Context: an optimization exercise on an open-source flow, tuned for small area, a short achievable clock period and few clock cycles per item. The choices shown serve that exercise and are no tape-out recipe. Function was checked by simulation only, so behaviour that the tests miss may differ from the original.

==> config.mk <==
export PLATFORM = sky130hd
export DESIGN_NAME = ifft_butterfly_stage
export DESIGN_NICKNAME = ifft_butterfly_stage
export VERILOG_FILES = /design/flow/design.v
export SDC_FILE = /design/flow/constraint.sdc
export NUM_CORES = 4
export LEC_CHECK = 0
export CAP_MARGIN = 20
export CORE_MARGIN = 2
export CORE_UTILIZATION = 40
export SLEW_MARGIN = 20
==> constraint.sdc <==
create_clock -name core_clock -period 7.5 [get_ports {clk}]
set_input_delay 1.5000 -clock core_clock [delete_from_list [all_inputs] [get_ports {clk}]]
set_output_delay 1.5000 -clock core_clock [all_outputs]
set_load 0.01 [all_outputs]
==> design.v <==
package fft_pkg;
   localparam int DW       = 16;
   localparam int TW       = 16;
   localparam int OW       = 18;
   localparam int TW_FRAC  = 14;
   localparam int TW_ROUND = 8192;
   typedef struct packed {
      logic signed [DW-1:0] re;
      logic signed [DW-1:0] im;
   } cplx_t;
endpackage
module cmult_conj #(
   parameter int DIFF_W = 17,
   parameter int TWID_W = 16,
   parameter int OUT_W  = 18
) (
   input  logic                     clk,
   input  logic                     rst,
   input  logic                     adv_i,
   input  logic signed [DIFF_W-1:0] dr_i,
   input  logic signed [DIFF_W-1:0] di_i,
   input  logic signed [TWID_W-1:0] wr_i,
   input  logic signed [TWID_W-1:0] wi_i,
   output logic signed [OUT_W-1:0]  re_o,
   output logic signed [OUT_W-1:0]  im_o,
   output logic                     clip_o
);
   localparam int PW = DIFF_W + TWID_W;
   localparam int AW = PW + 1;
   localparam logic signed [AW-1:0] OMAX = AW'((1 << (OUT_W - 1)) - 1);
   localparam logic signed [AW-1:0] OMIN = ~OMAX;
   logic signed [PW-1:0]    rr_q, ii_q, ir_q, ri_q;
   logic signed [AW-1:0]    prSum, piSum, prRnd, piRnd;
   logic signed [OUT_W-1:0] reSat, imSat, re_d, im_d, re_q, im_q;
   logic                    reClip, imClip;
   always_ff @(posedge clk or posedge rst) begin
      if (rst) begin
         rr_q <= '0;
         ii_q <= '0;
         ir_q <= '0;
         ri_q <= '0;
         re_q <= '0;
         im_q <= '0;
      end else if (adv_i) begin
         rr_q <= PW'(dr_i) * PW'(wr_i);
         ii_q <= PW'(di_i) * PW'(wi_i);
         ir_q <= PW'(di_i) * PW'(wr_i);
         ri_q <= PW'(dr_i) * PW'(wi_i);
         re_q <= re_d;
         im_q <= im_d;
      end
   end
   always_comb begin
      prSum  = AW'(rr_q) + AW'(ii_q);
      piSum  = AW'(ir_q) - AW'(ri_q);
      prRnd  = (prSum + AW'(fft_pkg::TW_ROUND)) >>> fft_pkg::TW_FRAC;
      piRnd  = (piSum + AW'(fft_pkg::TW_ROUND)) >>> fft_pkg::TW_FRAC;
      reClip = (prRnd > OMAX) || (prRnd < OMIN);
      imClip = (piRnd > OMAX) || (piRnd < OMIN);
      reSat  = reClip ? (prRnd[AW-1] ? OMIN[OUT_W-1:0] : OMAX[OUT_W-1:0]) : prRnd[OUT_W-1:0];
      imSat  = imClip ? (piRnd[AW-1] ? OMIN[OUT_W-1:0] : OMAX[OUT_W-1:0]) : piRnd[OUT_W-1:0];
      re_d   = reSat;
      im_d   = imSat;
      clip_o = reClip | imClip;
   end
   assign re_o = re_q;
   assign im_o = im_q;
endmodule
module ifft_butterfly_stage #(
   parameter int DW = 16,
   parameter int TW = 16,
   parameter int OW = 18
) (
   input  logic                 clk,
   input  logic                 rst,
   input  logic                 in_valid,
   output logic                 in_ready,
   input  logic signed [DW-1:0] in1_real,
   input  logic signed [DW-1:0] in1_imag,
   input  logic signed [DW-1:0] in2_real,
   input  logic signed [DW-1:0] in2_imag,
   input  logic signed [TW-1:0] twiddle_real,
   input  logic signed [TW-1:0] twiddle_imag,
   output logic                 out_valid,
   input  logic                 out_ready,
   output logic signed [OW-1:0] out1_real,
   output logic signed [OW-1:0] out1_imag,
   output logic signed [OW-1:0] out2_real,
   output logic signed [OW-1:0] out2_imag,
   output logic                 sat
);
   localparam int SW = DW + 1;
   logic                 adv, clip;
   logic                 v1_q, v2_q, v3_q;
   logic                 sat_d, sat_q;
   logic signed [SW-1:0] sr_d, si_d, dr_d, di_d;
   logic signed [SW-1:0] sr_q, si_q, dr_q, di_q, s2r_q, s2i_q;
   logic signed [TW-1:0] wr_q, wi_q;
   logic signed [OW-1:0] o1r_d, o1i_d, o1r_q, o1i_q;
   assign adv      = !v3_q || out_ready;
   assign in_ready = adv;
   always_comb begin
      sr_d  = SW'(in1_real) + SW'(in2_real);
      si_d  = SW'(in1_imag) + SW'(in2_imag);
      dr_d  = SW'(in1_real) - SW'(in2_real);
      di_d  = SW'(in1_imag) - SW'(in2_imag);
      o1r_d   = OW'(s2r_q);
      o1i_d   = OW'(s2i_q);
      sat_d = sat_q | (adv & v2_q & clip);
   end
   always_ff @(posedge clk or posedge rst) begin
      if (rst) begin
         v1_q  <= 1'b0;
         v2_q  <= 1'b0;
         v3_q  <= 1'b0;
         sat_q <= 1'b0;
         sr_q  <= '0;
         si_q  <= '0;
         dr_q  <= '0;
         di_q  <= '0;
         wr_q  <= '0;
         wi_q  <= '0;
         s2r_q <= '0;
         s2i_q <= '0;
         o1r_q <= '0;
         o1i_q <= '0;
      end else begin
         sat_q <= sat_d;
         if (adv) begin
            v1_q  <= in_valid;
            v2_q  <= v1_q;
            v3_q  <= v2_q;
            sr_q  <= sr_d;
            si_q  <= si_d;
            dr_q  <= dr_d;
            di_q  <= di_d;
            wr_q  <= twiddle_real;
            wi_q  <= twiddle_imag;
            s2r_q <= sr_q;
            s2i_q <= si_q;
            o1r_q <= o1r_d;
            o1i_q <= o1i_d;
         end
      end
   end
   cmult_conj #(
      .DIFF_W (SW),
      .TWID_W (TW),
      .OUT_W  (OW)
   ) uMult (
      .clk    (clk),
      .rst    (rst),
      .adv_i  (adv),
      .dr_i   (dr_q),
      .di_i   (di_q),
      .wr_i   (wr_q),
      .wi_i   (wi_q),
      .re_o   (out2_real),
      .im_o   (out2_imag),
      .clip_o (clip)
   );
   assign out_valid = v3_q;
   assign out1_real = o1r_q;
   assign out1_imag = o1i_q;
   assign sat       = sat_q;
endmodule
==> run.sh <==
#!/bin/bash
# synth_recipe.tcl (not shown) runs the flow's synth.tcl, then flattens the netlist and writes it again
# the make line also repeats each setting of config.mk as NAME=value (left out here)
make -C /OpenROAD-flow-scripts/flow DESIGN_CONFIG=/design/flow/config.mk WORK_HOME=/design/flow/orfs CLKGATE_MAP_FILE= SYNTH_SCRIPT=/design/flow/synth_recipe.tcl finish
==> results.ini <==
[routing]
antenna_left=0
drt-total-wl_um=161000
wl_per_cell_um=18.53
drtIter0Drc=2354
viasPerCell=5.000
vias=43440
drt_first_pass_iters=5
drc=0

[global_route]
antenna_found_initial=4
gr-total-overflow=0
grt_max_degree=171
grt_pass1_wl_um=259800
grt_pass1_vias=46510
gr-usage-all-layers_pct=21.85

[floorplan]
start_util_pct=40.24
die_area_um2=151600
fp.dieW_um=389.4
rows=141
io_pins=175
core_um2=147700
fp.dieH_um=389.4

[yosys]
synthAdderAreaFrac_pct=48.41
synth_edf_count=0
synth_simple_gate_area_share_pct=16.47
yosysWarnings=2
synth_cell_types=89
synth_area_leaders=fa_1, dfrtp_1, ha_1
ys_async_sr_fraction_pct=100.0
syn_nets=8320
synth_top_family_by_area=adder cells
ys.flop_type=dfrtp_1
synthMuxAreaShare_pct=0.05054
syn_inst=6586
synth_area_per_cell_um2=9.021
ys_seq_area_share_pct=14.24
synth_top_cell_by_area=fa_1
synth_area_um2=59410
synth-xor-area-share_pct=3.066
synth_seq_cells=338
synth-compound-area-share_pct=7.280
netlist.area_leader.share_pct=37.33

[critical_path]
max_stage_delay_ns=0.74
timing.critical_path.cells=and2_1 -> fa_1 -> inv_1 -> fa_1 -> inv_1 -> fa_1 -> fa_1 -> fa_1 -> inv_1 -> fa_1 -> inv_1 -> ha_1 -> and3_1 -> nand4_1 -> or4b_2 -> a31oi_1 -> a311o_1 -> a21oi_1 -> o21a_1 -> a21oi_1 -> a21oi_1 -> xnor2_1 -> a21oi_1
worstSetupEndpointType=flop
path_common_cell=fa_1
worstPathMaxFanout=17
worstSetupStartpointType=flop
crit_required_ns=8.03
cp.arrival_ns=7.73
worstSetupPathType=flop to flop
cpMaxStageDelayCell=or4b_2

[sta]
maxClockFrequency_ghz=0.1389
period_minus_slack_ns=7.200
hold_viol=0
setup_viol_count_final=0
slew_viol_final=0
fin_skew_ns=0.05721
worstMarginPinSlew_ns=1.064
slew_headroom_pct=28.46
rsz0062_at_grt=false
hold_slack_ns=0.4668
fin_crit_sh_pct=96.00
setup_tns_ns=0

[clocking]
cts.reportedPaths.clkPinSlew_ns=0.06
cts_tree=built
htree_levels=2
cts_buffers=48
cts_setup_buffers=0
holdBufCountCts=0
cts_resized=0
cts_root_buffer=clkbuf_16
clock_path_buffers=3
clock-sinks=338
clk_latency_ns=0.68

[finish]
area_growth_pct=11.00
fin_nets=8452
final_util_pct=44.66
final_layout_size_suffix_gt1_share_pct=5.403

[placed_design]
io_buffers=174
hpwl_um=131300
gp_congestion=0.8624

[status]
status=timing/DRC/antenna clean

[job]
cap_violations=0

[hold_path]
hp-class=flop to flop

-- area by class of cell --
type / count / area, um2
Multi-Input combinational cell: 4601 / 44730
Antenna cell: 1 / 2.502
Tap cell: 1930 / 2415
Sequential cell: 338 / 8483
Timing Repair Buffer: 385 / 3588
Clock buffer: 61 / 1330
Inverter: 1344 / 5056
Clock inverter: 27 / 342.8
Fill cell: 14200 / 81710
-- cell usage in the layout, fill, tap and decap left out, types with 7 or more instances in the layout --
master,instances
and3_1,22
and2_1,531
a211o_1,11
clkbuf_8,8
fa_1,1108
o21ai_0,161
a311oi_1,15
nor2_1,230
nand3_1,68
a21boi_0,9
or3_1,15
a31oi_1,20
nand2b_1,50
o21bai_1,40
nor2b_1,25
inv_1,1340
ha_1,526
or2_2,9
nor3_1,28
o2111ai_1,7
clkbuf_16,48
clkinv_2,7
xnor2_1,140
buf_4,190
nor3b_1,10
o211ai_1,12
o31ai_1,19
nand4_1,15
a21oi_1,232
o21a_1,19
a211oi_1,13
dfrtp_2,20
clkdlybuf4s50_1,174
a31o_2,7
xor2_1,68
a21o_1,52
buf_12,21
dfrtp_1,318
nand2_1,1031
-- routing by layer --
layer	global-route usage [%]	up-vias	part of all wire, %
met5	0	-	0.016
met1	29.86	21980	44
li1	-	20160	-
met2	36.26	1090	47
met3	3.050	205	5.6
met4	6.089	4	3.0
-- flip-flops by register name (all words and copies together) (netlist names), 17 cells and up --
| name | count |
|---|---|
| di_q | 17 |
| o1i_q | 17 |
| o1r_q | 17 |
| s2i_q | 17 |
| s2r_q | 17 |
| sr_q | 17 |
| uMult.ii_q | 33 |
| uMult.im_q | 18 |
| uMult.ir_q | 33 |
| uMult.re_q | 18 |
| uMult.ri_q | 33 |
| uMult.rr_q | 33 |
-- stage by stage --
| stage | area (um2) | instances | setup slack [ns] |
|---|---|---|---|
| after floorplan | 59420 | 6586 | 0.8605 |
| after global placement | 64250 | 8598 | 0.3623 |
| after detailed placement | 64250 | 8598 | 0.2414 |
| after CTS | 65920 | 8686 | 0.2141 |
| after global routing | 65950 | 8686 | 0.007094 |
| final | 65950 | 8687 | 0.2996 |
-- Yosys cell counts (10+ instances only) --
library cell	n
o21ai_0	161
and3_1	22
a21o_1	52
a31oi_1	20
nand2_1	1031
a211o_1	11
nor2_1	230
nor2b_1	26
xor2_1	68
a311oi_1	15
o21a_1	19
nor3b_1	10
ha_1	526
a21oi_1	232
nor3_1	28
a211oi_1	13
inv_1	1341
o211ai_1	12
xnor2_1	140
and2_1	531
nand3_1	68
fa_1	1108
or3_1	15
clkbuf_1	285
o31ai_1	19
dfrtp_1	338
nand2b_1	50
nand4_1	15
o21bai_1	40
-- logic make-up (layout without fill, tap and decap cells) --
kind of cell | after synthesis | in the layout
flip-flops | 338 | 338
XOR/XNOR | 208 | 208
multiplexers | 3 | 3
buffers and inverters | 1647 | 1817
AND/OR/NAND/NOR | 2072 | 2072
adder cells (fa/ha/maj) | 1634 | 1634
other | 0 | 1
AO/OA/AOI/OAI | 684 | 684
-- final timing paths --
| kind | start | endpoint | slack, ns | cells after the start |
|---|---|---|---|---|
| max | wi_q[10] | uMult.ri_q[32] | 0.30 | 23 |
| min | sr_q[5] | sr_q[5] | 0.47 | 2 |
| max reg2reg | wi_q[10] | uMult.ri_q[32] | 0.30 | 23 |
| min reg2reg | sr_q[5] | sr_q[5] | 0.47 | 2 |
| max in group asynchronous | rst | uMult.ii_q[8] | 4.61 | 4 |
| min in group asynchronous | rst | uMult.im_q[17] | 1.31 | 2 |
-- critical path, delay by kind of cell, from the launching register on --
| kind | cells | cell delay, ns |
|---|---|---|
| xor gates and xnor gates | 1 | 0.15 |
| AOI/OAI and AO/OA | 7 | 1.26 |
| buffers and inverters | 4 | 0.18 |
| adders and majority gates | 7 | 3.31 |
| and+or+nand+nor | 4 | 1.42 |
| DFF | 1 | 0.70 |
Testbench counts, summed over its fixed seeds: cycles 16,024, items 16,000.

-- re-timing with driven ports --
No port has a modelled driver above. Below, the same layout with a new extraction and two added sets of constraints.
Step 1, drivers: a clkbuf_16 drives clk and a buf_2 each remaining input, both assumed.
Step 2 times the ports against the registers' clock, not the clock port: input delays grow and output delays shrink by t, the midpoint of the rising clock arrivals with the driver on.
a / b / c = ideal / step 1 / step 2; a / b = the first two.
t, ns: 0.728
setup slack, ns: 0.300 / 0.300 / 0.300
hold WS [ns]: 0.467 / 0.467 / 0.467
slew at the worst register clock pin (ns): 0.07 / 0.07
worst data-port slew with drivers (ns): 0.08
After both steps this run still meets setup and hold. For this run, drivers alone change the setup slack by 0.000 ns; drivers and shift together by 0.000 ns.
